What follows belongs to an exercise in optimizing a design on an open flow for small area and few clock cycles per item; a production flow would make more cautious choices.
No run shown here included a check of the RTL's function; only the layout flow was run.

==> flow/design.v, too long to show whole: its modules and the start of the top module <==
// module fp_mult_pipe: 1336 lines
// module fp_mult_fa: 10 lines
// module fp_mult_ha: 9 lines
// module fp_mult_bselt: 10 lines
// module fp_mult_add: 213 lines
module fp_mult_pipe #(
    parameter int EXP_W = 8,
    parameter int MAN_W = 23
) (
    input  logic                   clk,
    input  logic                   rst_n,
    input  logic                   in_valid,
    output logic                   in_ready,
    input  logic [EXP_W+MAN_W:0]   a,
    input  logic [EXP_W+MAN_W:0]   b,
    output logic                   out_valid,
    input  logic                   out_ready,
    output logic [EXP_W+MAN_W:0]   product,
    output logic [4:0]             flags
);
  // ...
==> flow/flow/run.sh <==
#!/bin/bash
# Standard layout with two changes: the port buffers are buf_2 cells, and right
# after synthesis every combinational cell is set to its smallest drive strength
# (the standard repair steps then size up what timing and slew need).
set -euo pipefail
export BUFFER_PORTS_ARGS="-buffer_cell sky130_fd_sc_hd__buf_2"
bash standard.sh synth > synth.log 2>&1
DS_ODB="$PWD/orfs/results/$FLOW_PLATFORM/fp_mult_pipe/base/1_synth.odb" \
DS_LIB="$FLOW_HOME/platforms/$FLOW_PLATFORM/lib/sky130_fd_sc_hd__tt_025C_1v80.lib" \
DS_MAP="$PWD/flow/downsize_map.txt" \
  openroad -no_init -exit flow/downsize.tcl > downsize.log 2>&1
export SKIP_GATE_CLONING=1
export POST_GLOBAL_PLACE_TCL="$PWD/flow/post_gpl.tcl"
bash standard.sh > standard.log 2>&1
==> flow/flow/downsize.tcl <==
# Replace every combinational cell by the smallest cell of the same function
# (same name but drive strength); the resizer later sizes up what timing needs.
set odb $::env(DS_ODB)
read_liberty $::env(DS_LIB)
read_db $odb
set map [dict create]
set f [open $::env(DS_MAP)]
while {[gets $f line] >= 0} {
  if {[llength $line] == 2} { dict set map [lindex $line 0] [lindex $line 1] }
}
close $f
set n 0
foreach inst [get_cells *] {
  set ref [get_property $inst ref_name]
  if {[dict exists $map $ref]} {
    replace_cell $inst [dict get $map $ref]
    incr n
  }
}
puts "downsize: replaced $n instances"
write_db $odb
==> flow/flow/downsize_map.txt <==
sky130_fd_sc_hd__a2111o_2 sky130_fd_sc_hd__a2111o_1
sky130_fd_sc_hd__a2111o_4 sky130_fd_sc_hd__a2111o_1
sky130_fd_sc_hd__a2111oi_1 sky130_fd_sc_hd__a2111oi_0
sky130_fd_sc_hd__a2111oi_2 sky130_fd_sc_hd__a2111oi_0
sky130_fd_sc_hd__a2111oi_4 sky130_fd_sc_hd__a2111oi_0
sky130_fd_sc_hd__a211o_2 sky130_fd_sc_hd__a211o_1
sky130_fd_sc_hd__a211o_4 sky130_fd_sc_hd__a211o_1
sky130_fd_sc_hd__a211oi_2 sky130_fd_sc_hd__a211oi_1
sky130_fd_sc_hd__a211oi_4 sky130_fd_sc_hd__a211oi_1
sky130_fd_sc_hd__a21bo_4 sky130_fd_sc_hd__a21bo_1
sky130_fd_sc_hd__a21boi_2 sky130_fd_sc_hd__a21boi_0
sky130_fd_sc_hd__a21boi_4 sky130_fd_sc_hd__a21boi_0
sky130_fd_sc_hd__a21o_2 sky130_fd_sc_hd__a21o_1
sky130_fd_sc_hd__a21o_4 sky130_fd_sc_hd__a21o_1
sky130_fd_sc_hd__a21oi_2 sky130_fd_sc_hd__a21oi_1
sky130_fd_sc_hd__a21oi_4 sky130_fd_sc_hd__a21oi_1
sky130_fd_sc_hd__a221o_2 sky130_fd_sc_hd__a221o_1
sky130_fd_sc_hd__a221o_4 sky130_fd_sc_hd__a221o_1
sky130_fd_sc_hd__a221oi_2 sky130_fd_sc_hd__a221oi_1
sky130_fd_sc_hd__a221oi_4 sky130_fd_sc_hd__a221oi_1
sky130_fd_sc_hd__a22o_2 sky130_fd_sc_hd__a22o_1
sky130_fd_sc_hd__a22o_4 sky130_fd_sc_hd__a22o_1
sky130_fd_sc_hd__a22oi_2 sky130_fd_sc_hd__a22oi_1
sky130_fd_sc_hd__a22oi_4 sky130_fd_sc_hd__a22oi_1
sky130_fd_sc_hd__a2bb2o_2 sky130_fd_sc_hd__a2bb2o_1
sky130_fd_sc_hd__a2bb2o_4 sky130_fd_sc_hd__a2bb2o_1
sky130_fd_sc_hd__a2bb2oi_2 sky130_fd_sc_hd__a2bb2oi_1
sky130_fd_sc_hd__a2bb2oi_4 sky130_fd_sc_hd__a2bb2oi_1
sky130_fd_sc_hd__a311o_2 sky130_fd_sc_hd__a311o_1
sky130_fd_sc_hd__a311o_4 sky130_fd_sc_hd__a311o_1
sky130_fd_sc_hd__a311oi_2 sky130_fd_sc_hd__a311oi_1
sky130_fd_sc_hd__a311oi_4 sky130_fd_sc_hd__a311oi_1
sky130_fd_sc_hd__a31o_4 sky130_fd_sc_hd__a31o_1
sky130_fd_sc_hd__a31oi_2 sky130_fd_sc_hd__a31oi_1
sky130_fd_sc_hd__a31oi_4 sky130_fd_sc_hd__a31oi_1
sky130_fd_sc_hd__a32o_2 sky130_fd_sc_hd__a32o_1
sky130_fd_sc_hd__a32o_4 sky130_fd_sc_hd__a32o_1
sky130_fd_sc_hd__a32oi_2 sky130_fd_sc_hd__a32oi_1
sky130_fd_sc_hd__a32oi_4 sky130_fd_sc_hd__a32oi_1
sky130_fd_sc_hd__a41o_2 sky130_fd_sc_hd__a41o_1
sky130_fd_sc_hd__a41o_4 sky130_fd_sc_hd__a41o_1
sky130_fd_sc_hd__a41oi_2 sky130_fd_sc_hd__a41oi_1
sky130_fd_sc_hd__a41oi_4 sky130_fd_sc_hd__a41oi_1
sky130_fd_sc_hd__and2_2 sky130_fd_sc_hd__and2_0
sky130_fd_sc_hd__and2_4 sky130_fd_sc_hd__and2_0
sky130_fd_sc_hd__and2b_2 sky130_fd_sc_hd__and2b_1
sky130_fd_sc_hd__and2b_4 sky130_fd_sc_hd__and2b_1
sky130_fd_sc_hd__and3_2 sky130_fd_sc_hd__and3_1
sky130_fd_sc_hd__and3_4 sky130_fd_sc_hd__and3_1
sky130_fd_sc_hd__and3b_2 sky130_fd_sc_hd__and3b_1
sky130_fd_sc_hd__and3b_4 sky130_fd_sc_hd__and3b_1
sky130_fd_sc_hd__and4_2 sky130_fd_sc_hd__and4_1
sky130_fd_sc_hd__and4_4 sky130_fd_sc_hd__and4_1
sky130_fd_sc_hd__and4b_2 sky130_fd_sc_hd__and4b_1
sky130_fd_sc_hd__and4b_4 sky130_fd_sc_hd__and4b_1
sky130_fd_sc_hd__and4bb_4 sky130_fd_sc_hd__and4bb_1
sky130_fd_sc_hd__maj3_2 sky130_fd_sc_hd__maj3_1
sky130_fd_sc_hd__maj3_4 sky130_fd_sc_hd__maj3_1
sky130_fd_sc_hd__mux2_4 sky130_fd_sc_hd__mux2_1
sky130_fd_sc_hd__mux2_8 sky130_fd_sc_hd__mux2_1
sky130_fd_sc_hd__mux2i_2 sky130_fd_sc_hd__mux2i_1
sky130_fd_sc_hd__mux2i_4 sky130_fd_sc_hd__mux2i_1
sky130_fd_sc_hd__mux4_1 sky130_fd_sc_hd__mux4_2
sky130_fd_sc_hd__mux4_4 sky130_fd_sc_hd__mux4_2
sky130_fd_sc_hd__nand2_2 sky130_fd_sc_hd__nand2_1
sky130_fd_sc_hd__nand2_4 sky130_fd_sc_hd__nand2_1
sky130_fd_sc_hd__nand2_8 sky130_fd_sc_hd__nand2_1
sky130_fd_sc_hd__nand2b_2 sky130_fd_sc_hd__nand2b_1
sky130_fd_sc_hd__nand2b_4 sky130_fd_sc_hd__nand2b_1
sky130_fd_sc_hd__nand3_2 sky130_fd_sc_hd__nand3_1
sky130_fd_sc_hd__nand3_4 sky130_fd_sc_hd__nand3_1
sky130_fd_sc_hd__nand3b_2 sky130_fd_sc_hd__nand3b_1
sky130_fd_sc_hd__nand3b_4 sky130_fd_sc_hd__nand3b_1
sky130_fd_sc_hd__nand4_2 sky130_fd_sc_hd__nand4_1
sky130_fd_sc_hd__nand4_4 sky130_fd_sc_hd__nand4_1
sky130_fd_sc_hd__nand4b_2 sky130_fd_sc_hd__nand4b_1
sky130_fd_sc_hd__nand4b_4 sky130_fd_sc_hd__nand4b_1
sky130_fd_sc_hd__nand4bb_2 sky130_fd_sc_hd__nand4bb_1
sky130_fd_sc_hd__nand4bb_4 sky130_fd_sc_hd__nand4bb_1
sky130_fd_sc_hd__nor2_2 sky130_fd_sc_hd__nor2_1
sky130_fd_sc_hd__nor2_4 sky130_fd_sc_hd__nor2_1
sky130_fd_sc_hd__nor2_8 sky130_fd_sc_hd__nor2_1
sky130_fd_sc_hd__nor2b_2 sky130_fd_sc_hd__nor2b_1
sky130_fd_sc_hd__nor2b_4 sky130_fd_sc_hd__nor2b_1
sky130_fd_sc_hd__nor3_2 sky130_fd_sc_hd__nor3_1
sky130_fd_sc_hd__nor3_4 sky130_fd_sc_hd__nor3_1
sky130_fd_sc_hd__nor3b_2 sky130_fd_sc_hd__nor3b_1
sky130_fd_sc_hd__nor3b_4 sky130_fd_sc_hd__nor3b_1
sky130_fd_sc_hd__nor4_2 sky130_fd_sc_hd__nor4_1
sky130_fd_sc_hd__nor4_4 sky130_fd_sc_hd__nor4_1
sky130_fd_sc_hd__nor4b_2 sky130_fd_sc_hd__nor4b_1
sky130_fd_sc_hd__nor4b_4 sky130_fd_sc_hd__nor4b_1
sky130_fd_sc_hd__nor4bb_2 sky130_fd_sc_hd__nor4bb_1
sky130_fd_sc_hd__nor4bb_4 sky130_fd_sc_hd__nor4bb_1
sky130_fd_sc_hd__o2111a_2 sky130_fd_sc_hd__o2111a_1
sky130_fd_sc_hd__o2111a_4 sky130_fd_sc_hd__o2111a_1
sky130_fd_sc_hd__o2111ai_2 sky130_fd_sc_hd__o2111ai_1
sky130_fd_sc_hd__o2111ai_4 sky130_fd_sc_hd__o2111ai_1
sky130_fd_sc_hd__o211a_4 sky130_fd_sc_hd__o211a_1
sky130_fd_sc_hd__o211ai_2 sky130_fd_sc_hd__o211ai_1
sky130_fd_sc_hd__o211ai_4 sky130_fd_sc_hd__o211ai_1
sky130_fd_sc_hd__o21a_2 sky130_fd_sc_hd__o21a_1
sky130_fd_sc_hd__o21a_4 sky130_fd_sc_hd__o21a_1
sky130_fd_sc_hd__o21ai_2 sky130_fd_sc_hd__o21ai_0
sky130_fd_sc_hd__o21ai_4 sky130_fd_sc_hd__o21ai_0
sky130_fd_sc_hd__o21ba_4 sky130_fd_sc_hd__o21ba_1
sky130_fd_sc_hd__o21bai_2 sky130_fd_sc_hd__o21bai_1
sky130_fd_sc_hd__o21bai_4 sky130_fd_sc_hd__o21bai_1
sky130_fd_sc_hd__o221a_4 sky130_fd_sc_hd__o221a_1
sky130_fd_sc_hd__o221ai_2 sky130_fd_sc_hd__o221ai_1
sky130_fd_sc_hd__o221ai_4 sky130_fd_sc_hd__o221ai_1
sky130_fd_sc_hd__o22a_2 sky130_fd_sc_hd__o22a_1
sky130_fd_sc_hd__o22a_4 sky130_fd_sc_hd__o22a_1
sky130_fd_sc_hd__o22ai_2 sky130_fd_sc_hd__o22ai_1
sky130_fd_sc_hd__o22ai_4 sky130_fd_sc_hd__o22ai_1
sky130_fd_sc_hd__o2bb2a_2 sky130_fd_sc_hd__o2bb2a_1
sky130_fd_sc_hd__o2bb2a_4 sky130_fd_sc_hd__o2bb2a_1
sky130_fd_sc_hd__o2bb2ai_2 sky130_fd_sc_hd__o2bb2ai_1
sky130_fd_sc_hd__o2bb2ai_4 sky130_fd_sc_hd__o2bb2ai_1
sky130_fd_sc_hd__o311a_2 sky130_fd_sc_hd__o311a_1
sky130_fd_sc_hd__o311a_4 sky130_fd_sc_hd__o311a_1
sky130_fd_sc_hd__o311ai_2 sky130_fd_sc_hd__o311ai_0
sky130_fd_sc_hd__o311ai_4 sky130_fd_sc_hd__o311ai_0
sky130_fd_sc_hd__o31a_2 sky130_fd_sc_hd__o31a_1
sky130_fd_sc_hd__o31a_4 sky130_fd_sc_hd__o31a_1
sky130_fd_sc_hd__o31ai_2 sky130_fd_sc_hd__o31ai_1
sky130_fd_sc_hd__o31ai_4 sky130_fd_sc_hd__o31ai_1
sky130_fd_sc_hd__o32a_2 sky130_fd_sc_hd__o32a_1
sky130_fd_sc_hd__o32a_4 sky130_fd_sc_hd__o32a_1
sky130_fd_sc_hd__o32ai_2 sky130_fd_sc_hd__o32ai_1
sky130_fd_sc_hd__o32ai_4 sky130_fd_sc_hd__o32ai_1
sky130_fd_sc_hd__o41a_2 sky130_fd_sc_hd__o41a_1
sky130_fd_sc_hd__o41a_4 sky130_fd_sc_hd__o41a_1
sky130_fd_sc_hd__o41ai_2 sky130_fd_sc_hd__o41ai_1
sky130_fd_sc_hd__o41ai_4 sky130_fd_sc_hd__o41ai_1
sky130_fd_sc_hd__or2_4 sky130_fd_sc_hd__or2_0
sky130_fd_sc_hd__or2b_2 sky130_fd_sc_hd__or2b_1
sky130_fd_sc_hd__or2b_4 sky130_fd_sc_hd__or2b_1
sky130_fd_sc_hd__or3_2 sky130_fd_sc_hd__or3_1
sky130_fd_sc_hd__or3_4 sky130_fd_sc_hd__or3_1
sky130_fd_sc_hd__or3b_4 sky130_fd_sc_hd__or3b_1
sky130_fd_sc_hd__or4_2 sky130_fd_sc_hd__or4_1
sky130_fd_sc_hd__or4_4 sky130_fd_sc_hd__or4_1
sky130_fd_sc_hd__or4b_4 sky130_fd_sc_hd__or4b_1
sky130_fd_sc_hd__or4bb_2 sky130_fd_sc_hd__or4bb_1
sky130_fd_sc_hd__or4bb_4 sky130_fd_sc_hd__or4bb_1
sky130_fd_sc_hd__sdlclkp_2 sky130_fd_sc_hd__sdlclkp_1
sky130_fd_sc_hd__sdlclkp_4 sky130_fd_sc_hd__sdlclkp_1
sky130_fd_sc_hd__xnor2_2 sky130_fd_sc_hd__xnor2_1
sky130_fd_sc_hd__xnor2_4 sky130_fd_sc_hd__xnor2_1
sky130_fd_sc_hd__xnor3_2 sky130_fd_sc_hd__xnor3_1
sky130_fd_sc_hd__xnor3_4 sky130_fd_sc_hd__xnor3_1
sky130_fd_sc_hd__xor2_2 sky130_fd_sc_hd__xor2_1
sky130_fd_sc_hd__xor2_4 sky130_fd_sc_hd__xor2_1
sky130_fd_sc_hd__xor3_2 sky130_fd_sc_hd__xor3_1
sky130_fd_sc_hd__xor3_4 sky130_fd_sc_hd__xor3_1
==> flow/flow/post_gpl.tcl <==
# After timing-driven global placement: take out the buffers it inserted
# (the port buffers stay); the resize and CTS repair steps add back what
# slew, capacitance and timing need.
set bufs [get_cells -quiet place*]
puts "post_gpl: removing [llength $bufs] placement buffers"
if { [llength $bufs] > 0 } {
  remove_buffers $bufs
}
==> flow/standard.sh <==
#!/bin/bash
# synth_recipe.tcl (not shown) runs the flow's synth.tcl, then flattens the netlist and writes it again
# the make line also repeats each setting of config.mk as NAME=value (left out here)
make -C /OpenROAD-flow-scripts/flow DESIGN_CONFIG=/design/flow/config.mk WORK_HOME=/design/flow/orfs CLKGATE_MAP_FILE= SYNTH_SCRIPT=/design/flow/synth_recipe.tcl "${@:-finish}"
==> flow/config.mk <==
export PLATFORM = sky130hd
export DESIGN_NAME = fp_mult_pipe
export DESIGN_NICKNAME = fp_mult_pipe
export VERILOG_FILES = /design/flow/design.v
export SDC_FILE = /design/flow/constraint.sdc
export NUM_CORES = 4
export LEC_CHECK = 0
export CAP_MARGIN = 20
export CORE_MARGIN = 2
export CORE_UTILIZATION = 40
export GPL_TIMING_DRIVEN = 1
export SETUP_SLACK_MARGIN = 0.05
export SLEW_MARGIN = 20
export SYNTH_HIERARCHICAL = 1
==> flow/constraint.sdc <==
create_clock -name core_clock -period 7.5 [get_ports {clk}]
set_input_delay 1.5000 -clock core_clock [delete_from_list [all_inputs] [get_ports {clk}]]
set_output_delay 1.5000 -clock core_clock [all_outputs]
set_load 0.01 [all_outputs]
==> impl_results.md, run 1 <==
- First-pass GRT wire length: 83.0 mm
- CP Buf/Inv Count: 0
- Global Route Usage Sum: roughly a quarter
- Vias per cell: 6.38
- Tightest Hold Check Type: flop to flop
- Largest net degree at the start of global routing: 43
- Clock Buffer Count: 5
- Worst hold margin: about 0.83 ns
- Reg-to-reg critical path endpoint: m1_r$_DFFE_PN_
- IO Pins: about 110
- Arrival @ worst endpoint: ~7.3 ns
- Core Area: 39500 µm²
- Critical path endpoint: st_r$_DFFE_PN_
- Buffers, non-clock: 56
- 1st-pass router iterations: 6
- WL met2: 25.4 mm
- Required @ worst endpoint: 7.53 ns
- # placed instances: 2063
- Post-CTS Resized: 11
- Placed instance area: 16800 µm²
- Status: timing/DRC/antenna clean
- # diodes: 0
- Pin slew with the least headroom to its limit: 0.958 ns
- Post-Syn Area: 16000 µm²
- # port buffers: 106
- Crit path max-delay cell type: fa_1
- Largest registers: p_r x26, e_r x9
- CTS buffer count: 5
- Grt peak-use layer: met2
==> module fp_mult_add, before the edit <==
module fp_mult_add (
    input  logic [47:0] x,
    input  logic [47:0] y,
    output logic [47:22] s,
    output logic st
);
    logic [47:0] g, p;
    assign g = x & y;
    assign p = x ^ y;
    logic G1; assign G1 = g[1] | (p[1] & g[0]);
    logic P1; assign P1 = p[1] & p[0];
    logic G2; assign G2 = g[3] | (p[3] & g[2]);
    logic P2; assign P2 = p[3] & p[2];
    logic G3; assign G3 = g[5] | (p[5] & g[4]);
    logic P3; assign P3 = p[5] & p[4];
    logic G4; assign G4 = g[7] | (p[7] & g[6]);
    logic P4; assign P4 = p[7] & p[6];
    logic G5; assign G5 = g[9] | (p[9] & g[8]);
    logic P5; assign P5 = p[9] & p[8];
    logic G6; assign G6 = g[11] | (p[11] & g[10]);
    logic P6; assign P6 = p[11] & p[10];
    logic G7; assign G7 = g[13] | (p[13] & g[12]);
    logic P7; assign P7 = p[13] & p[12];
    logic G8; assign G8 = g[15] | (p[15] & g[14]);
    logic P8; assign P8 = p[15] & p[14];
    logic G9; assign G9 = g[17] | (p[17] & g[16]);
    logic P9; assign P9 = p[17] & p[16];
    logic G10; assign G10 = g[19] | (p[19] & g[18]);
    logic P10; assign P10 = p[19] & p[18];
    logic G11; assign G11 = g[21] | (p[21] & g[20]);
    logic P11; assign P11 = p[21] & p[20];
    logic G12; assign G12 = g[23] | (p[23] & g[22]);
    logic P12; assign P12 = p[23] & p[22];
    logic G13; assign G13 = g[25] | (p[25] & g[24]);
    logic P13; assign P13 = p[25] & p[24];
    logic G14; assign G14 = g[27] | (p[27] & g[26]);
    logic P14; assign P14 = p[27] & p[26];
    logic G15; assign G15 = g[29] | (p[29] & g[28]);
    logic P15; assign P15 = p[29] & p[28];
    logic G16; assign G16 = g[31] | (p[31] & g[30]);
    logic P16; assign P16 = p[31] & p[30];
    logic G17; assign G17 = g[33] | (p[33] & g[32]);
    logic P17; assign P17 = p[33] & p[32];
    logic G18; assign G18 = g[35] | (p[35] & g[34]);
    logic P18; assign P18 = p[35] & p[34];
    logic G19; assign G19 = g[37] | (p[37] & g[36]);
    logic P19; assign P19 = p[37] & p[36];
    logic G20; assign G20 = g[39] | (p[39] & g[38]);
    logic P20; assign P20 = p[39] & p[38];
    logic G21; assign G21 = g[41] | (p[41] & g[40]);
    logic P21; assign P21 = p[41] & p[40];
    logic G22; assign G22 = g[43] | (p[43] & g[42]);
    logic P22; assign P22 = p[43] & p[42];
    logic G23; assign G23 = g[45] | (p[45] & g[44]);
    logic P23; assign P23 = p[45] & p[44];
    logic G24; assign G24 = g[47] | (p[47] & g[46]);
    logic P24; assign P24 = p[47] & p[46];
    logic G25; assign G25 = G2 | (P2 & G1);
    logic P25; assign P25 = P2 & P1;
    logic G26; assign G26 = G4 | (P4 & G3);
    logic P26; assign P26 = P4 & P3;
    logic G27; assign G27 = G6 | (P6 & G5);
    logic P27; assign P27 = P6 & P5;
    logic G28; assign G28 = G8 | (P8 & G7);
    logic P28; assign P28 = P8 & P7;
    logic G29; assign G29 = G10 | (P10 & G9);
    logic P29; assign P29 = P10 & P9;
    logic G30; assign G30 = G12 | (P12 & G11);
    logic P30; assign P30 = P12 & P11;
    logic G31; assign G31 = G14 | (P14 & G13);
    logic P31; assign P31 = P14 & P13;
    logic G32; assign G32 = G16 | (P16 & G15);
    logic P32; assign P32 = P16 & P15;
    logic G33; assign G33 = G18 | (P18 & G17);
    logic P33; assign P33 = P18 & P17;
    logic G34; assign G34 = G20 | (P20 & G19);
    logic P34; assign P34 = P20 & P19;
    logic G35; assign G35 = G22 | (P22 & G21);
    logic P35; assign P35 = P22 & P21;
    logic G36; assign G36 = G24 | (P24 & G23);
    logic P36; assign P36 = P24 & P23;
    logic G37; assign G37 = G26 | (P26 & G25);
    logic P37; assign P37 = P26 & P25;
    logic G38; assign G38 = G28 | (P28 & G27);
    logic P38; assign P38 = P28 & P27;
    logic G39; assign G39 = G30 | (P30 & G29);
    logic P39; assign P39 = P30 & P29;
    logic G40; assign G40 = G32 | (P32 & G31);
    logic P40; assign P40 = P32 & P31;
    logic G41; assign G41 = G34 | (P34 & G33);
    logic P41; assign P41 = P34 & P33;
    logic G42; assign G42 = G36 | (P36 & G35);
    logic P42; assign P42 = P36 & P35;
    logic G43; assign G43 = G38 | (P38 & G37);
    logic P43; assign P43 = P38 & P37;
    logic G44; assign G44 = G40 | (P40 & G39);
    logic P44; assign P44 = P40 & P39;
    logic G45; assign G45 = G42 | (P42 & G41);
    logic P45; assign P45 = P42 & P41;
    logic G46; assign G46 = G44 | (P44 & G43);
    logic P46; assign P46 = P44 & P43;
    logic G47; assign G47 = G45 | (P45 & G46);
    logic P47; assign P47 = P45 & P46;
    logic G48; assign G48 = G39 | (P39 & G43);
    logic P48; assign P48 = P39 & P43;
    logic G49; assign G49 = G41 | (P41 & G46);
    logic P49; assign P49 = P41 & P46;
    logic G50; assign G50 = G27 | (P27 & G37);
    logic P50; assign P50 = P27 & P37;
    logic G51; assign G51 = G29 | (P29 & G43);
    logic P51; assign P51 = P29 & P43;
    logic G52; assign G52 = G31 | (P31 & G48);
    logic P52; assign P52 = P31 & P48;
    logic G53; assign G53 = G33 | (P33 & G46);
    logic P53; assign P53 = P33 & P46;
    logic G54; assign G54 = G35 | (P35 & G49);
    logic P54; assign P54 = P35 & P49;
    logic G55; assign G55 = G3 | (P3 & G25);
    logic P55; assign P55 = P3 & P25;
    logic G56; assign G56 = G5 | (P5 & G37);
    logic P56; assign P56 = P5 & P37;
    logic G57; assign G57 = G7 | (P7 & G50);
    logic P57; assign P57 = P7 & P50;
    logic G58; assign G58 = G9 | (P9 & G43);
    logic P58; assign P58 = P9 & P43;
    logic G59; assign G59 = G11 | (P11 & G51);
    logic P59; assign P59 = P11 & P51;
    logic G60; assign G60 = G13 | (P13 & G48);
    logic P60; assign P60 = P13 & P48;
    logic G61; assign G61 = G15 | (P15 & G52);
    logic P61; assign P61 = P15 & P52;
    logic G62; assign G62 = G17 | (P17 & G46);
    logic P62; assign P62 = P17 & P46;
    logic G63; assign G63 = G19 | (P19 & G53);
    logic P63; assign P63 = P19 & P53;
    logic G64; assign G64 = G21 | (P21 & G49);
    logic P64; assign P64 = P21 & P49;
    logic G65; assign G65 = G23 | (P23 & G54);
    logic P65; assign P65 = P23 & P54;
    logic G66; assign G66 = g[2] | (p[2] & G1);
    logic P66; assign P66 = p[2] & P1;
    logic G67; assign G67 = g[4] | (p[4] & G25);
    logic P67; assign P67 = p[4] & P25;
    logic G68; assign G68 = g[6] | (p[6] & G55);
    logic P68; assign P68 = p[6] & P55;
    logic G69; assign G69 = g[8] | (p[8] & G37);
    logic P69; assign P69 = p[8] & P37;
    logic G70; assign G70 = g[10] | (p[10] & G56);
    logic P70; assign P70 = p[10] & P56;
    logic G71; assign G71 = g[12] | (p[12] & G50);
    logic P71; assign P71 = p[12] & P50;
    logic G72; assign G72 = g[14] | (p[14] & G57);
    logic P72; assign P72 = p[14] & P57;
    logic G73; assign G73 = g[16] | (p[16] & G43);
    logic P73; assign P73 = p[16] & P43;
    logic G74; assign G74 = g[18] | (p[18] & G58);
    logic P74; assign P74 = p[18] & P58;
    logic G75; assign G75 = g[20] | (p[20] & G51);
    logic P75; assign P75 = p[20] & P51;
    logic G76; assign G76 = g[22] | (p[22] & G59);
    logic P76; assign P76 = p[22] & P59;
    logic G77; assign G77 = g[24] | (p[24] & G48);
    logic P77; assign P77 = p[24] & P48;
    logic G78; assign G78 = g[26] | (p[26] & G60);
    logic P78; assign P78 = p[26] & P60;
    logic G79; assign G79 = g[28] | (p[28] & G52);
    logic P79; assign P79 = p[28] & P52;
    logic G80; assign G80 = g[30] | (p[30] & G61);
    logic P80; assign P80 = p[30] & P61;
    logic G81; assign G81 = g[32] | (p[32] & G46);
    logic P81; assign P81 = p[32] & P46;
    logic G82; assign G82 = g[34] | (p[34] & G62);
    logic P82; assign P82 = p[34] & P62;
    logic G83; assign G83 = g[36] | (p[36] & G53);
    logic P83; assign P83 = p[36] & P53;
    logic G84; assign G84 = g[38] | (p[38] & G63);
    logic P84; assign P84 = p[38] & P63;
    logic G85; assign G85 = g[40] | (p[40] & G49);
    logic P85; assign P85 = p[40] & P49;
    logic G86; assign G86 = g[42] | (p[42] & G64);
    logic P86; assign P86 = p[42] & P64;
    logic G87; assign G87 = g[44] | (p[44] & G54);
    logic P87; assign P87 = p[44] & P54;
    logic G88; assign G88 = g[46] | (p[46] & G65);
    logic P88; assign P88 = p[46] & P65;
    assign s[22] = p[22] ^ G59;
    assign s[23] = p[23] ^ G76;
    assign s[24] = p[24] ^ G48;
    assign s[25] = p[25] ^ G77;
    assign s[26] = p[26] ^ G60;
    assign s[27] = p[27] ^ G78;
    assign s[28] = p[28] ^ G52;
    assign s[29] = p[29] ^ G79;
    assign s[30] = p[30] ^ G61;
    assign s[31] = p[31] ^ G80;
    assign s[32] = p[32] ^ G46;
    assign s[33] = p[33] ^ G81;
    assign s[34] = p[34] ^ G62;
    assign s[35] = p[35] ^ G82;
    assign s[36] = p[36] ^ G53;
    assign s[37] = p[37] ^ G83;
    assign s[38] = p[38] ^ G63;
    assign s[39] = p[39] ^ G84;
    assign s[40] = p[40] ^ G49;
    assign s[41] = p[41] ^ G85;
    assign s[42] = p[42] ^ G64;
    assign s[43] = p[43] ^ G86;
    assign s[44] = p[44] ^ G54;
    assign s[45] = p[45] ^ G87;
    assign s[46] = p[46] ^ G65;
    assign s[47] = p[47] ^ G88;
    assign st = (p[0]) | (p[1] ^ g[0]) | (p[2] ^ G1) | (p[3] ^ G66) | (p[4] ^ G25) | (p[5] ^ G67) | (p[6] ^ G55) | (p[7] ^ G68) | (p[8] ^ G37) | (p[9] ^ G69) | (p[10] ^ G56) | (p[11] ^ G70) | (p[12] ^ G50) | (p[13] ^ G71) | (p[14] ^ G57) | (p[15] ^ G72) | (p[16] ^ G43) | (p[17] ^ G73) | (p[18] ^ G58) | (p[19] ^ G74) | (p[20] ^ G51) | (p[21] ^ G75);
endmodule
==> run 2: changes to the inputs <==
--- a/flow/design.v
+++ b/flow/design.v
@@ -1422,157 +1422,237 @@
     logic P24; assign P24 = p[47] & p[46];
-    logic G25; assign G25 = G2 | (P2 & G1);
-    logic P25; assign P25 = P2 & P1;
-    logic G26; assign G26 = G4 | (P4 & G3);
-    logic P26; assign P26 = P4 & P3;
-    logic G27; assign G27 = G6 | (P6 & G5);
-    logic P27; assign P27 = P6 & P5;
-    logic G28; assign G28 = G8 | (P8 & G7);
-    logic P28; assign P28 = P8 & P7;
-    logic G29; assign G29 = G10 | (P10 & G9);
-    logic P29; assign P29 = P10 & P9;
-    logic G30; assign G30 = G12 | (P12 & G11);
-    logic P30; assign P30 = P12 & P11;
-    logic G31; assign G31 = G14 | (P14 & G13);
-    logic P31; assign P31 = P14 & P13;
-    logic G32; assign G32 = G16 | (P16 & G15);
-    logic P32; assign P32 = P16 & P15;
-    logic G33; assign G33 = G18 | (P18 & G17);
-    logic P33; assign P33 = P18 & P17;
-    logic G34; assign G34 = G20 | (P20 & G19);
-    logic P34; assign P34 = P20 & P19;
-    logic G35; assign G35 = G22 | (P22 & G21);
-    logic P35; assign P35 = P22 & P21;
-    logic G36; assign G36 = G24 | (P24 & G23);
-    logic P36; assign P36 = P24 & P23;
-    logic G37; assign G37 = G26 | (P26 & G25);
-    logic P37; assign P37 = P26 & P25;
-    logic G38; assign G38 = G28 | (P28 & G27);
-    logic P38; assign P38 = P28 & P27;
-    logic G39; assign G39 = G30 | (P30 & G29);
-    logic P39; assign P39 = P30 & P29;
-    logic G40; assign G40 = G32 | (P32 & G31);
-    logic P40; assign P40 = P32 & P31;
-    logic G41; assign G41 = G34 | (P34 & G33);
-    logic P41; assign P41 = P34 & P33;
-    logic G42; assign G42 = G36 | (P36 & G35);
-    logic P42; assign P42 = P36 & P35;
-    logic G43; assign G43 = G38 | (P38 & G37);
-    logic P43; assign P43 = P38 & P37;
-    logic G44; assign G44 = G40 | (P40 & G39);
-    logic P44; assign P44 = P40 & P39;
-    logic G45; assign G45 = G42 | (P42 & G41);
-    logic P45; assign P45 = P42 & P41;
-    logic G46; assign G46 = G44 | (P44 & G43);
-    logic P46; assign P46 = P44 & P43;
-    logic G47; assign G47 = G45 | (P45 & G46);
-    logic P47; assign P47 = P45 & P46;
-    logic G48; assign G48 = G39 | (P39 & G43);
-    logic P48; assign P48 = P39 & P43;
-    logic G49; assign G49 = G41 | (P41 & G46);
-    logic P49; assign P49 = P41 & P46;
-    logic G50; assign G50 = G27 | (P27 & G37);
-    logic P50; assign P50 = P27 & P37;
-    logic G51; assign G51 = G29 | (P29 & G43);
-    logic P51; assign P51 = P29 & P43;
-    logic G52; assign G52 = G31 | (P31 & G48);
-    logic P52; assign P52 = P31 & P48;
-    logic G53; assign G53 = G33 | (P33 & G46);
-    logic P53; assign P53 = P33 & P46;
-    logic G54; assign G54 = G35 | (P35 & G49);
-    logic P54; assign P54 = P35 & P49;
-    logic G55; assign G55 = G3 | (P3 & G25);
-    logic P55; assign P55 = P3 & P25;
-    logic G56; assign G56 = G5 | (P5 & G37);
-    logic P56; assign P56 = P5 & P37;
-    logic G57; assign G57 = G7 | (P7 & G50);
-    logic P57; assign P57 = P7 & P50;
-    logic G58; assign G58 = G9 | (P9 & G43);
-    logic P58; assign P58 = P9 & P43;
-    logic G59; assign G59 = G11 | (P11 & G51);
-    logic P59; assign P59 = P11 & P51;
-    logic G60; assign G60 = G13 | (P13 & G48);
-    logic P60; assign P60 = P13 & P48;
-    logic G61; assign G61 = G15 | (P15 & G52);
-    logic P61; assign P61 = P15 & P52;
-    logic G62; assign G62 = G17 | (P17 & G46);
-    logic P62; assign P62 = P17 & P46;
-    logic G63; assign G63 = G19 | (P19 & G53);
-    logic P63; assign P63 = P19 & P53;
-    logic G64; assign G64 = G21 | (P21 & G49);
-    logic P64; assign P64 = P21 & P49;
-    logic G65; assign G65 = G23 | (P23 & G54);
-    logic P65; assign P65 = P23 & P54;
-    logic G66; assign G66 = g[2] | (p[2] & G1);
-    logic P66; assign P66 = p[2] & P1;
-    logic G67; assign G67 = g[4] | (p[4] & G25);
-    logic P67; assign P67 = p[4] & P25;
-    logic G68; assign G68 = g[6] | (p[6] & G55);
-    logic P68; assign P68 = p[6] & P55;
-    logic G69; assign G69 = g[8] | (p[8] & G37);
-    logic P69; assign P69 = p[8] & P37;
-    logic G70; assign G70 = g[10] | (p[10] & G56);
-    logic P70; assign P70 = p[10] & P56;
-    logic G71; assign G71 = g[12] | (p[12] & G50);
-    logic P71; assign P71 = p[12] & P50;
-    logic G72; assign G72 = g[14] | (p[14] & G57);
-    logic P72; assign P72 = p[14] & P57;
-    logic G73; assign G73 = g[16] | (p[16] & G43);
-    logic P73; assign P73 = p[16] & P43;
-    logic G74; assign G74 = g[18] | (p[18] & G58);
-    logic P74; assign P74 = p[18] & P58;
-    logic G75; assign G75 = g[20] | (p[20] & G51);
-    logic P75; assign P75 = p[20] & P51;
-    logic G76; assign G76 = g[22] | (p[22] & G59);
-    logic P76; assign P76 = p[22] & P59;
-    logic G77; assign G77 = g[24] | (p[24] & G48);
-    logic P77; assign P77 = p[24] & P48;
-    logic G78; assign G78 = g[26] | (p[26] & G60);
-    logic P78; assign P78 = p[26] & P60;
-    logic G79; assign G79 = g[28] | (p[28] & G52);
-    logic P79; assign P79 = p[28] & P52;
-    logic G80; assign G80 = g[30] | (p[30] & G61);
-    logic P80; assign P80 = p[30] & P61;
-    logic G81; assign G81 = g[32] | (p[32] & G46);
-    logic P81; assign P81 = p[32] & P46;
-    logic G82; assign G82 = g[34] | (p[34] & G62);
-    logic P82; assign P82 = p[34] & P62;
-    logic G83; assign G83 = g[36] | (p[36] & G53);
-    logic P83; assign P83 = p[36] & P53;
-    logic G84; assign G84 = g[38] | (p[38] & G63);
-    logic P84; assign P84 = p[38] & P63;
-    logic G85; assign G85 = g[40] | (p[40] & G49);
-    logic P85; assign P85 = p[40] & P49;
-    logic G86; assign G86 = g[42] | (p[42] & G64);
-    logic P86; assign P86 = p[42] & P64;
-    logic G87; assign G87 = g[44] | (p[44] & G54);
-    logic P87; assign P87 = p[44] & P54;
-    logic G88; assign G88 = g[46] | (p[46] & G65);
-    logic P88; assign P88 = p[46] & P65;
-    assign s[22] = p[22] ^ G59;
-    assign s[23] = p[23] ^ G76;
-    assign s[24] = p[24] ^ G48;
-    assign s[25] = p[25] ^ G77;
-    assign s[26] = p[26] ^ G60;
-    assign s[27] = p[27] ^ G78;
-    assign s[28] = p[28] ^ G52;
-    assign s[29] = p[29] ^ G79;
-    assign s[30] = p[30] ^ G61;
-    assign s[31] = p[31] ^ G80;
-    assign s[32] = p[32] ^ G46;
-    assign s[33] = p[33] ^ G81;
-    assign s[34] = p[34] ^ G62;
-    assign s[35] = p[35] ^ G82;
-    assign s[36] = p[36] ^ G53;
-    assign s[37] = p[37] ^ G83;
-    assign s[38] = p[38] ^ G63;
-    assign s[39] = p[39] ^ G84;
-    assign s[40] = p[40] ^ G49;
-    assign s[41] = p[41] ^ G85;
-    assign s[42] = p[42] ^ G64;
-    assign s[43] = p[43] ^ G86;
-    assign s[44] = p[44] ^ G54;
-    assign s[45] = p[45] ^ G87;
-    assign s[46] = p[46] ^ G65;
-    assign s[47] = p[47] ^ G88;
-    assign st = (p[0]) | (p[1] ^ g[0]) | (p[2] ^ G1) | (p[3] ^ G66) | (p[4] ^ G25) | (p[5] ^ G67) | (p[6] ^ G55) | (p[7] ^ G68) | (p[8] ^ G37) | (p[9] ^ G69) | (p[10] ^ G56) | (p[11] ^ G70) | (p[12] ^ G50) | (p[13] ^ G71) | (p[14] ^ G57) | (p[15] ^ G72) | (p[16] ^ G43) | (p[17] ^ G73) | (p[18] ^ G58) | (p[19] ^ G74) | (p[20] ^ G51) | (p[21] ^ G75);
+    logic G25; assign G25 = g[2] | (p[2] & G1);
+    logic P25; assign P25 = p[2] & P1;
+    logic G26; assign G26 = G2 | (P2 & G1);
+    logic P26; assign P26 = P2 & P1;
+    logic G27; assign G27 = g[6] | (p[6] & G3);
+    logic P27; assign P27 = p[6] & P3;
+    logic G28; assign G28 = G4 | (P4 & G3);
+    logic P28; assign P28 = P4 & P3;
+    logic G29; assign G29 = g[10] | (p[10] & G5);
+    logic P29; assign P29 = p[10] & P5;
+    logic G30; assign G30 = G6 | (P6 & G5);
+    logic P30; assign P30 = P6 & P5;
+    logic G31; assign G31 = g[14] | (p[14] & G7);
+    logic P31; assign P31 = p[14] & P7;
+    logic G32; assign G32 = G8 | (P8 & G7);
+    logic P32; assign P32 = P8 & P7;
+    logic G33; assign G33 = g[18] | (p[18] & G9);
+    logic P33; assign P33 = p[18] & P9;
+    logic G34; assign G34 = G10 | (P10 & G9);
+    logic P34; assign P34 = P10 & P9;
+    logic G35; assign G35 = g[22] | (p[22] & G11);
+    logic P35; assign P35 = p[22] & P11;
+    logic G36; assign G36 = G12 | (P12 & G11);
+    logic P36; assign P36 = P12 & P11;
+    logic G37; assign G37 = g[26] | (p[26] & G13);
+    logic P37; assign P37 = p[26] & P13;
+    logic G38; assign G38 = G14 | (P14 & G13);
+    logic P38; assign P38 = P14 & P13;
+    logic G39; assign G39 = g[30] | (p[30] & G15);
+    logic P39; assign P39 = p[30] & P15;
+    logic G40; assign G40 = G16 | (P16 & G15);
+    logic P40; assign P40 = P16 & P15;
+    logic G41; assign G41 = g[34] | (p[34] & G17);
+    logic P41; assign P41 = p[34] & P17;
+    logic G42; assign G42 = G18 | (P18 & G17);
+    logic P42; assign P42 = P18 & P17;
+    logic G43; assign G43 = g[38] | (p[38] & G19);
+    logic P43; assign P43 = p[38] & P19;
+    logic G44; assign G44 = G20 | (P20 & G19);
+    logic P44; assign P44 = P20 & P19;
+    logic G45; assign G45 = g[42] | (p[42] & G21);
+    logic P45; assign P45 = p[42] & P21;
+    logic G46; assign G46 = G22 | (P22 & G21);
+    logic P46; assign P46 = P22 & P21;
+    logic G47; assign G47 = g[46] | (p[46] & G23);
+    logic P47; assign P47 = p[46] & P23;
+    logic G48; assign G48 = G24 | (P24 & G23);
+    logic P48; assign P48 = P24 & P23;
+    logic G49; assign G49 = g[4] | (p[4] & G26);
+    logic P49; assign P49 = p[4] & P26;
+    logic G50; assign G50 = G3 | (P3 & G26);
+    logic P50; assign P50 = P3 & P26;
+    logic G51; assign G51 = G27 | (P27 & G26);
+    logic P51; assign P51 = P27 & P26;
+    logic G52; assign G52 = G28 | (P28 & G26);
+    logic P52; assign P52 = P28 & P26;
+    logic G53; assign G53 = g[12] | (p[12] & G30);
+    logic P53; assign P53 = p[12] & P30;
+    logic G54; assign G54 = G7 | (P7 & G30);
+    logic P54; assign P54 = P7 & P30;
+    logic G55; assign G55 = G31 | (P31 & G30);
+    logic P55; assign P55 = P31 & P30;
+    logic G56; assign G56 = G32 | (P32 & G30);
+    logic P56; assign P56 = P32 & P30;
+    logic G57; assign G57 = g[20] | (p[20] & G34);
+    logic P57; assign P57 = p[20] & P34;
+    logic G58; assign G58 = G11 | (P11 & G34);
+    logic P58; assign P58 = P11 & P34;
+    logic G59; assign G59 = G35 | (P35 & G34);
+    logic P59; assign P59 = P35 & P34;
+    logic G60; assign G60 = G36 | (P36 & G34);
+    logic P60; assign P60 = P36 & P34;
+    logic G61; assign G61 = g[28] | (p[28] & G38);
+    logic P61; assign P61 = p[28] & P38;
+    logic G62; assign G62 = G15 | (P15 & G38);
+    logic P62; assign P62 = P15 & P38;
+    logic G63; assign G63 = G39 | (P39 & G38);
+    logic P63; assign P63 = P39 & P38;
+    logic G64; assign G64 = G40 | (P40 & G38);
+    logic P64; assign P64 = P40 & P38;
+    logic G65; assign G65 = g[36] | (p[36] & G42);
+    logic P65; assign P65 = p[36] & P42;
+    logic G66; assign G66 = G19 | (P19 & G42);
+    logic P66; assign P66 = P19 & P42;
+    logic G67; assign G67 = G43 | (P43 & G42);
+    logic P67; assign P67 = P43 & P42;
+    logic G68; assign G68 = G44 | (P44 & G42);
+    logic P68; assign P68 = P44 & P42;
+    logic G69; assign G69 = g[44] | (p[44] & G46);
+    logic P69; assign P69 = p[44] & P46;
+    logic G70; assign G70 = G23 | (P23 & G46);
+    logic P70; assign P70 = P23 & P46;
+    logic G71; assign G71 = G47 | (P47 & G46);
+    logic P71; assign P71 = P47 & P46;
+    logic G72; assign G72 = G48 | (P48 & G46);
+    logic P72; assign P72 = P48 & P46;
+    logic G73; assign G73 = g[8] | (p[8] & G52);
+    logic P73; assign P73 = p[8] & P52;
+    logic G74; assign G74 = G5 | (P5 & G52);
+    logic P74; assign P74 = P5 & P52;
+    logic G75; assign G75 = G29 | (P29 & G52);
+    logic P75; assign P75 = P29 & P52;
+    logic G76; assign G76 = G30 | (P30 & G52);
+    logic P76; assign P76 = P30 & P52;
+    logic G77; assign G77 = G53 | (P53 & G52);
+    logic P77; assign P77 = P53 & P52;
+    logic G78; assign G78 = G54 | (P54 & G52);
+    logic P78; assign P78 = P54 & P52;
+    logic G79; assign G79 = G55 | (P55 & G52);
+    logic P79; assign P79 = P55 & P52;
+    logic G80; assign G80 = G56 | (P56 & G52);
+    logic P80; assign P80 = P56 & P52;
+    logic G81; assign G81 = g[24] | (p[24] & G60);
+    logic P81; assign P81 = p[24] & P60;
+    logic G82; assign G82 = G13 | (P13 & G60);
+    logic P82; assign P82 = P13 & P60;
+    logic G83; assign G83 = G37 | (P37 & G60);
+    logic P83; assign P83 = P37 & P60;
+    logic G84; assign G84 = G38 | (P38 & G60);
+    logic P84; assign P84 = P38 & P60;
+    logic G85; assign G85 = G61 | (P61 & G60);
+    logic P85; assign P85 = P61 & P60;
+    logic G86; assign G86 = G62 | (P62 & G60);
+    logic P86; assign P86 = P62 & P60;
+    logic G87; assign G87 = G63 | (P63 & G60);
+    logic P87; assign P87 = P63 & P60;
+    logic G88; assign G88 = G64 | (P64 & G60);
+    logic P88; assign P88 = P64 & P60;
+    logic G89; assign G89 = g[40] | (p[40] & G68);
+    logic P89; assign P89 = p[40] & P68;
+    logic G90; assign G90 = G21 | (P21 & G68);
+    logic P90; assign P90 = P21 & P68;
+    logic G91; assign G91 = G45 | (P45 & G68);
+    logic P91; assign P91 = P45 & P68;
+    logic G92; assign G92 = G46 | (P46 & G68);
+    logic P92; assign P92 = P46 & P68;
+    logic G93; assign G93 = G69 | (P69 & G68);
+    logic P93; assign P93 = P69 & P68;
+    logic G94; assign G94 = G70 | (P70 & G68);
+    logic P94; assign P94 = P70 & P68;
+    logic G95; assign G95 = G71 | (P71 & G68);
+    logic P95; assign P95 = P71 & P68;
+    logic G96; assign G96 = G72 | (P72 & G68);
+    logic P96; assign P96 = P72 & P68;
+    logic G97; assign G97 = g[16] | (p[16] & G80);
+    logic P97; assign P97 = p[16] & P80;
+    logic G98; assign G98 = G9 | (P9 & G80);
+    logic P98; assign P98 = P9 & P80;
+    logic G99; assign G99 = G33 | (P33 & G80);
+    logic P99; assign P99 = P33 & P80;
+    logic G100; assign G100 = G34 | (P34 & G80);
+    logic P100; assign P100 = P34 & P80;
+    logic G101; assign G101 = G57 | (P57 & G80);
+    logic P101; assign P101 = P57 & P80;
+    logic G102; assign G102 = G58 | (P58 & G80);
+    logic P102; assign P102 = P58 & P80;
+    logic G103; assign G103 = G59 | (P59 & G80);
+    logic P103; assign P103 = P59 & P80;
+    logic G104; assign G104 = G60 | (P60 & G80);
+    logic P104; assign P104 = P60 & P80;
+    logic G105; assign G105 = G81 | (P81 & G80);
+    logic P105; assign P105 = P81 & P80;
+    logic G106; assign G106 = G82 | (P82 & G80);
+    logic P106; assign P106 = P82 & P80;
+    logic G107; assign G107 = G83 | (P83 & G80);
+    logic P107; assign P107 = P83 & P80;
+    logic G108; assign G108 = G84 | (P84 & G80);
+    logic P108; assign P108 = P84 & P80;
+    logic G109; assign G109 = G85 | (P85 & G80);
+    logic P109; assign P109 = P85 & P80;
+    logic G110; assign G110 = G86 | (P86 & G80);
+    logic P110; assign P110 = P86 & P80;
+    logic G111; assign G111 = G87 | (P87 & G80);
+    logic P111; assign P111 = P87 & P80;
+    logic G112; assign G112 = G88 | (P88 & G80);
+    logic P112; assign P112 = P88 & P80;
+    logic G113; assign G113 = g[32] | (p[32] & G112);
+    logic P113; assign P113 = p[32] & P112;
+    logic G114; assign G114 = G17 | (P17 & G112);
+    logic P114; assign P114 = P17 & P112;
+    logic G115; assign G115 = G41 | (P41 & G112);
+    logic P115; assign P115 = P41 & P112;
+    logic G116; assign G116 = G42 | (P42 & G112);
+    logic P116; assign P116 = P42 & P112;
+    logic G117; assign G117 = G65 | (P65 & G112);
+    logic P117; assign P117 = P65 & P112;
+    logic G118; assign G118 = G66 | (P66 & G112);
+    logic P118; assign P118 = P66 & P112;
+    logic G119; assign G119 = G67 | (P67 & G112);
+    logic P119; assign P119 = P67 & P112;
+    logic G120; assign G120 = G68 | (P68 & G112);
+    logic P120; assign P120 = P68 & P112;
+    logic G121; assign G121 = G89 | (P89 & G112);
+    logic P121; assign P121 = P89 & P112;
+    logic G122; assign G122 = G90 | (P90 & G112);
+    logic P122; assign P122 = P90 & P112;
+    logic G123; assign G123 = G91 | (P91 & G112);
+    logic P123; assign P123 = P91 & P112;
+    logic G124; assign G124 = G92 | (P92 & G112);
+    logic P124; assign P124 = P92 & P112;
+    logic G125; assign G125 = G93 | (P93 & G112);
+    logic P125; assign P125 = P93 & P112;
+    logic G126; assign G126 = G94 | (P94 & G112);
+    logic P126; assign P126 = P94 & P112;
+    logic G127; assign G127 = G95 | (P95 & G112);
+    logic P127; assign P127 = P95 & P112;
+    logic G128; assign G128 = G96 | (P96 & G112);
+    logic P128; assign P128 = P96 & P112;
+    assign s[22] = p[22] ^ G102;
+    assign s[23] = p[23] ^ G103;
+    assign s[24] = p[24] ^ G104;
+    assign s[25] = p[25] ^ G105;
+    assign s[26] = p[26] ^ G106;
+    assign s[27] = p[27] ^ G107;
+    assign s[28] = p[28] ^ G108;
+    assign s[29] = p[29] ^ G109;
+    assign s[30] = p[30] ^ G110;
+    assign s[31] = p[31] ^ G111;
+    assign s[32] = p[32] ^ G112;
+    assign s[33] = p[33] ^ G113;
+    assign s[34] = p[34] ^ G114;
+    assign s[35] = p[35] ^ G115;
+    assign s[36] = p[36] ^ G116;
+    assign s[37] = p[37] ^ G117;
+    assign s[38] = p[38] ^ G118;
+    assign s[39] = p[39] ^ G119;
+    assign s[40] = p[40] ^ G120;
+    assign s[41] = p[41] ^ G121;
+    assign s[42] = p[42] ^ G122;
+    assign s[43] = p[43] ^ G123;
+    assign s[44] = p[44] ^ G124;
+    assign s[45] = p[45] ^ G125;
+    assign s[46] = p[46] ^ G126;
+    assign s[47] = p[47] ^ G127;
+    assign st = (p[0]) | (p[1] ^ g[0]) | (p[2] ^ G1) | (p[3] ^ G25) | (p[4] ^ G26) | (p[5] ^ G49) | (p[6] ^ G50) | (p[7] ^ G51) | (p[8] ^ G52) | (p[9] ^ G73) | (p[10] ^ G74) | (p[11] ^ G75) | (p[12] ^ G76) | (p[13] ^ G77) | (p[14] ^ G78) | (p[15] ^ G79) | (p[16] ^ G80) | (p[17] ^ G97) | (p[18] ^ G98) | (p[19] ^ G99) | (p[20] ^ G100) | (p[21] ^ G101);
 endmodule
--- a/flow/flow/run.sh
+++ b/flow/flow/run.sh
@@ -12,3 +12,2 @@
 export SKIP_GATE_CLONING=1
-export POST_GLOBAL_PLACE_TCL="$PWD/flow/post_gpl.tcl"
 bash standard.sh > standard.log 2>&1
removed: flow/flow/post_gpl.tcl
==> run 2 against run 1 <==
Net effect: first-iteration DRC count decreased by 5.6%; critical endpoint is now p_r[36]$_DFFE_PN_; design area is 6.2% higher; area after synthesis rose by 0.80%.
==> impl_results.md, run 2 <==
- Status: timing/DRC/antenna clean
- Clk root buf: clkbuf_16
- Tmin final: 7.22 ns
- Largest register FFs: 26
- Critical Path End Type: flop
- CP Class: input port to flop
- CP startpoint: b[10]
- Layout area overhead: 17.2%
- HPWL after detailed placement: 44.9 mm
- Cell count after synthesis: roughly 1.6k
- Yosys Warn Count: 7
- Worst r2r src: v_r$_DFFE_PN0N_
- Fin. max-slew vios: 0
- # port buffers: 106 (unchanged)
- # rows: 73
- Final Hold Vio Count: 0
- Vias per cell: 6.13 (-3.8%)
- Routed len/inst: 23.9 µm
- Die area: 41800 µm²
- Most frequent cells in the layout: xnor2_1 (289), fa_1 (271), a22oi_1 (266), buf_4 (135), buf_2 (104)
- Top reg by flops: p_r
- Clock skew: 0.00951 ns
- 1st-pass router iterations: 6 (unchanged)
- H-tree depth: 2
- Number of antenna violations at the first check in global routing: 0
- Pin slew with the least headroom to its limit: 1.07 ns (+0.110 ns)
- F_max: 0.138 GHz
- Grt peak-use layer: met2
- Setup WS post-layout: 0.276 ns
- M1 GR Usage: 37.4%
- R2R cell count: 1
- Largest registers: p_r x26, e_r x9
- Remaining DRCs: 0
- Commonest non-fill, non-tap cell in the layout: xnor2_1
- Met2 usage: 43.2%
- First-pass GRT wire length: 88.2 mm (+6.2%)
- Crit path max-delay cell type: fa_1
- Required @ worst endpoint: 7.54 ns (about the same)
- Arrival @ worst endpoint: 7.26 ns (-0.08 ns)
- M3 GR Usage: 5.97%
- Final WL: 57.0 mm
- Largest net degree at the start of global routing: 43 (unchanged)
- CP Buf/Inv Count: 2 (+2)
- CTS Hold Bufs: 0
- Vias: 14.6k
- Post-Syn Area: 16100 µm² (+0.80%)
- Fin crit share: 96.3%
- DIE WIDTH: 205 µm
- RSZ-0062 raised after global routing: yes
- Max-cap violations: 0
- Critical path depth in cells: 20
- GP Congestion: about 1
- DP Worst Slack: -0.205 ns
- Global Route Usage Sum: 27.4% (+1.2 points)
- Clock latency on the worst-skew pair: 0.29 ns
- Final layout net count: 2275
- Clock tree buffer depth: 2
- CTS tree: built
- Die Span Y: 205 µm
- Initial Util: 40.5%
- CTS buffer count: 5 (unchanged)
- Worst hold margin: 0.971 ns (+0.137 ns)
- Mapped Avg Cell Area: 9.82 µm²
- Post-DRT Antenna Nets: 0
- CP cell instances: buf_2, nand2b_1, o21ai_4, a22oi_1, xnor2_1, fa_1, fa_1, fa_1, fa_1, fa_1, ha_1, a21oi_1, o21ai_1, a221o_1, a211o_1, a221oi_2, buf_4, o21ai_1, a21oi_2, xnor2_1
- CP top delay family: adder cells
- CTS clk-pin slew, worst paths: 0.06 ns
- Vias in the first global route: around 15k
- Maximum fanout along the worst path: 8
- Reg-to-reg critical path endpoint: f_r$_DFFE_PN_
- Layout cells sized above 1: 16.5%
- GRT overflow: 0
- Core Area: 39700 µm² (+0.46%)
- Mapped Nets: between 2k and 2.5k
- DRT iter0 DRCs: about 1.4k
- R2r setup slk: about 6.0 ns
- Critical path endpoint: p_r[36]$_DFFE_PN_
- IO Pins: 107 (unchanged)
- Startpoint types: input port
- Worst path max stage delay: approximately 0.6 ns
- Tightest Hold Check Type: input port to asynchronous set/reset pin
- Setup Viol. Count Final: 0
- # diodes: 0 (unchanged)
- Most used cell, CP: fa_1
- Fillcell total: around 3.8k
- Clk sinks: slightly above 40
- Slew HR: around 28%
-- run 2: layout make-up --
class / instances / area (µm²) / area share, %
clock inverter: 2 / 37.5 / 0.199
tap: 525 / 657 / 3.48
inverter: 62 / 233 / 1.23
timing repair buffer: 255 / 1820 / 9.63
clock buffer: 6 / 139 / 0.737
sequential: 41 / 1230 / 6.50
multi-input combinational: 1491 / 14700 / 78.2
-- run 2: layer usage --
metal / vias to the layer above / wire length (µm) / part of all wire, %
met5: - / 0 / 0
met3: 126 / 5840 / 10
li1: 6415 / - / -
met2: 843 / 25700 / 45
met4: 0 / 1840 / 3.2
met1: 7226 / 23700 / 42
-- run 2: timing repair --
| item | CTS | global route |
|---|---|---|
| gates resized for setup | 0 | 19 |
| endpoints found under the setup margin | 0 | 19 |
| setup buffers | 0 | 1 |
-- run 2: how the worst min path moves through the flow --
stage                     from              end  slack, ns  depth (start not counted)
2_1_floorplan            rst_n  v_r$_DFFE_PN0N_       1.20                          0
3_3_place_gp   v_r$_DFFE_PN0N_  v_r$_DFFE_PN0N_       1.18                          2
3_5_place_dp   v_r$_DFFE_PN0N_  v_r$_DFFE_PN0N_       1.24                          2
4_1_cts                  rst_n  v_r$_DFFE_PN0N_       0.97                          1
5_1_grt                  rst_n  v_r$_DFFE_PN0N_       0.96                          1
6_report                 rst_n  v_r$_DFFE_PN0N_       0.97                          1
-- run 2: per-stage QoR --
step	instance area, µm²	TNS [ns]	cells	utilization (%)
global placement	18600	-0.187	2373	46.8
floorplan	16300	0	1637	-
global route	18900	0	2382	47.4
detailed placement	18600	-1.84	2373	46.8
finish	18900	0	2382	47.4
CTS	18800	0	2381	47.2
==> run 3: changes to the inputs <==
--- a/flow/flow/run.sh
+++ b/flow/flow/run.sh
@@ -12,2 +12,3 @@
 export SKIP_GATE_CLONING=1
+export POST_GLOBAL_PLACE_TCL="$PWD/flow/post_gpl.tcl"
 bash standard.sh > standard.log 2>&1
==> flow/flow/post_gpl.tcl (new file) <==
# After timing-driven global placement: take out the buffers it inserted
# (the port buffers stay); the resize and CTS repair steps add back what
# slew, capacitance and timing need.
set bufs [get_cells -quiet place*]
puts "post_gpl: removing [llength $bufs] placement buffers"
if { [llength $bufs] > 0 } {
  remove_buffers $bufs
}
==> run 3 against run 2 <==
Net effect: first-iteration DRC count shrank 2.1%; register-to-register slack better by 0.19 ns; largest cell class unchanged; clock-buffer cell count is the same; design area is 6.9% lower; highest routed layer unchanged; synthesized cell count unchanged; fmax is 1.3% lower.
==> impl_results.md, run 3 <==
- Status: timing/DRC/antenna clean
- Pin slew with the least headroom to its limit: 1.04 ns (-0.0241 ns)
- Clock skew: 0.0105 ns (+0.000977 ns)
- Routed len/inst: 26.0 µm (+8.6%)
- Final Hold Vio Count: 0 (unchanged)
- CTS buffer count: 5 (unchanged)
- Max-cap violations: 0 (unchanged)
- First-pass GRT wire length: 84.4 mm (-4.3%)
- Tightest Hold Check Type: input port to asynchronous set/reset pin
- Final layout net count: 2058 (-9.5%)
- Clock tree buffer depth: 2 (unchanged)
- Commonest non-fill, non-tap cell in the layout: xnor2_1
- Setup_tns: 0 ns (unchanged)
- Fillcell total: 3838 (+1.1%)
- Clock latency on the worst-skew pair: 0.28 ns (about the same)
- IO Pins: 107 (unchanged)
- Post-Syn Area: 16100 µm² (unchanged)
- DRT iter0 DRCs: 1391 (-2.1%)
- Vias per cell: 6.43 (+4.8%)
- 1st-pass router iterations: 7 (+1)
- RSZ-0062 raised after global routing: no
- Final WL: 56.3 mm (-1.3%)
- # rows: 73 (unchanged)
- Largest net degree at the start of global routing: 43 (unchanged)
- Cell count after synthesis: 1637 (unchanged)
- Largest register FFs: 26 (unchanged)
- Die Span Y: 205 µm (unchanged)
- Startpoint types: input port
- Yosys Warn Count: 7 (unchanged)
- Remaining DRCs: 0 (unchanged)
- Layout area overhead: 9.19%
- Most used cell, CP: fa_1
- GRT overflow: 0 (unchanged)
- # diodes: 0 (unchanged)
- Number of antenna violations at the first check in global routing: 0 (unchanged)
- Vias: 13.9k (-4.7%)
- Slew HR: 29.7% (+1.6 points)
- Global Route Usage Sum: 26.2% (-1.1 points)
- Critical Path End Type: flop
- Mapped Nets: 2056 (unchanged)
- Largest registers: p_r x26, e_r x9
- CTS clk-pin slew, worst paths: 0.06 ns (about the same)
- Setup Viol. Count Final: 0 (unchanged)
- Clk sinks: 41 (unchanged)
- Mapped Avg Cell Area: 9.82 µm² (unchanged)
- Initial Util: 40.5% (unchanged)
- Clk root buf: clkbuf_16
- CTS tree: built
- Tmin final: 7.32 ns (+0.0954 ns)
- Arrival @ worst endpoint: 7.32 ns (+0.06 ns)
- CP cell instances: xor2_4, a22oi_1, xnor2_1, fa_1, fa_1, fa_1, fa_1, fa_1, ha_1, a21oi_1, o21bai_1, a221o_1, a211o_1, a221oi_1, a21oi_1, a21oi_1, xnor2_1
- Core Area: 39700 µm² (unchanged)
- Fin crit share: 97.6% (+1.3 points)
- DIE WIDTH: 205 µm (unchanged)
- Die area: 41800 µm² (unchanged)
- Crit path max-delay cell type: xor2_4
- Post-DRT Antenna Nets: 0 (unchanged)
- Maximum fanout along the worst path: 36 (+28)
- Fin. max-slew vios: 0 (unchanged)
- F_max: 0.137 GHz (-1.3%)
- Top reg by flops: p_r
- H-tree depth: 2 (unchanged)
- CP Class: input port to flop
- Vias in the first global route: 14.0k (-5.9%)
- CTS Hold Bufs: 0 (unchanged)
- # port buffers: 106 (unchanged)
- HPWL after detailed placement: 39.2 mm (-13%)
- Worst path max stage delay: 0.52 ns (-0.09 ns)
- Required @ worst endpoint: 7.51 ns (-0.03 ns)
- Layout cells sized above 1: 6.10% (-10 points)
- Most frequent cells in the layout: xnor2_1 (289), fa_1 (271), a22oi_1 (265), ha_1 (78), nand2_1 (73)
[run 3: cell type report]
type | count | area (µm²) | area share, %
repair buffers | 38 | 378 | 2.15
clock buffers | 6 | 129 | 0.734
well taps | 525 | 657 | 3.74
clock inverters | 2 | 38.8 | 0.221
flip-flops and latches | 41 | 1230 | 6.98
inverters | 62 | 233 | 1.33
multi-input cells | 1491 | 14900 | 84.8
[run 3: critical path: cells and delay by family]
family	cells	cell delay, ns
AOI/OAI and AO/OA	8	2.04
adders and majority gates	6	2.84
xor gates and xnor gates	3	0.91
[run 3: what timing repair did]
action,CTS,global route
setup endpoints to repair,58,53
resized for setup,22,12
buffers inserted,7,29
pin swaps,7,19
cloned,0,0
[run 3: path summary, 6_finish.rpt]
kind | startpoint | to | slack, ns | cells past startpoint
worst max-delay path | b[15] | p_r[47]$_DFFE_PN_ | 0.18 | 17
worst min-delay path | rst_n | v_r$_DFFE_PN0N_ | 0.90 | 0
worst max register to register | v_r$_DFFE_PN0N_ | s_r$_DFFE_PN_ | 6.18 | 1
worst min register to register | v_r$_DFFE_PN0N_ | v_r$_DFFE_PN0N_ | 1.02 | 2
max in group asynchronous | rst_n | v_r$_DFFE_PN0N_ | 6.53 | 0
min in group core_clock | v_r$_DFFE_PN0N_ | v_r$_DFFE_PN0N_ | 1.02 | 2
[run 3: layer usage]
| metal | routed length [µm] | track usage [%] |
|---|---|---|
| met1 | 22700 | 35.5 |
| met2 | 25600 | 41.2 |
| met3 | 6560 | 7.72 |
| met4 | 1360 | 6.50 |
| met5 | 0 | 0 |
[run 3: stage by stage]
step	std cells	cell area [µm²]	worst slack, ns	hold WS, ns	util, %
after global routing	2165	17600	0.0462	0.889	44.2
after detailed placement	2121	16900	-1.05	1.20	42.4
after floorplan	1637	16300	0.0668	1.20	-
after global placement	2373	18600	-0.0663	1.18	46.8
final	2165	17600	0.180	0.902	44.2
after CTS	2136	17200	0.0377	0.894	43.4

[afterwards: timing with drivers on the ports]
The results above use ideal ports. As a check the final layouts listed here were re-extracted and re-timed, cells and wires unchanged. Step 1 (the two cells are an assumption about what drives the block):
set clk [get_ports {clk}]
set_driving_cell -lib_cell sky130_fd_sc_hd__clkbuf_16 $clk
set_driving_cell -lib_cell sky130_fd_sc_hd__buf_2 [delete_from_list [all_inputs] $clk]
Step 2, shift: input delay + t, output delay - t, t = (earliest + latest rising clock arrival at the registers) / 2. This alone moves slack from input paths to output paths. a / b / c = no drivers / after step 1 / after step 2; a / b = the first two.
| run | t (ns) | setup WS [ns] | worst setup path after step 2 | cell pins on the clock port's net |
|---|---|---|---|---|
| run 1 | 0.331 | 0.193 / -1.092 / -1.423 | input to register | 1 |
| run 2 | 0.326 | 0.276 / 0.293 / -0.033 | input to register | 1 |
| run 3 | 0.319 | 0.180 / -0.910 / -1.229 | input to register | 1 |
Met with ideal ports but missed after step 2: setup timing in every run listed. The setup slack of run 1, which loses most, moves by -1.285 ns with the drivers and by -1.616 ns with both steps.
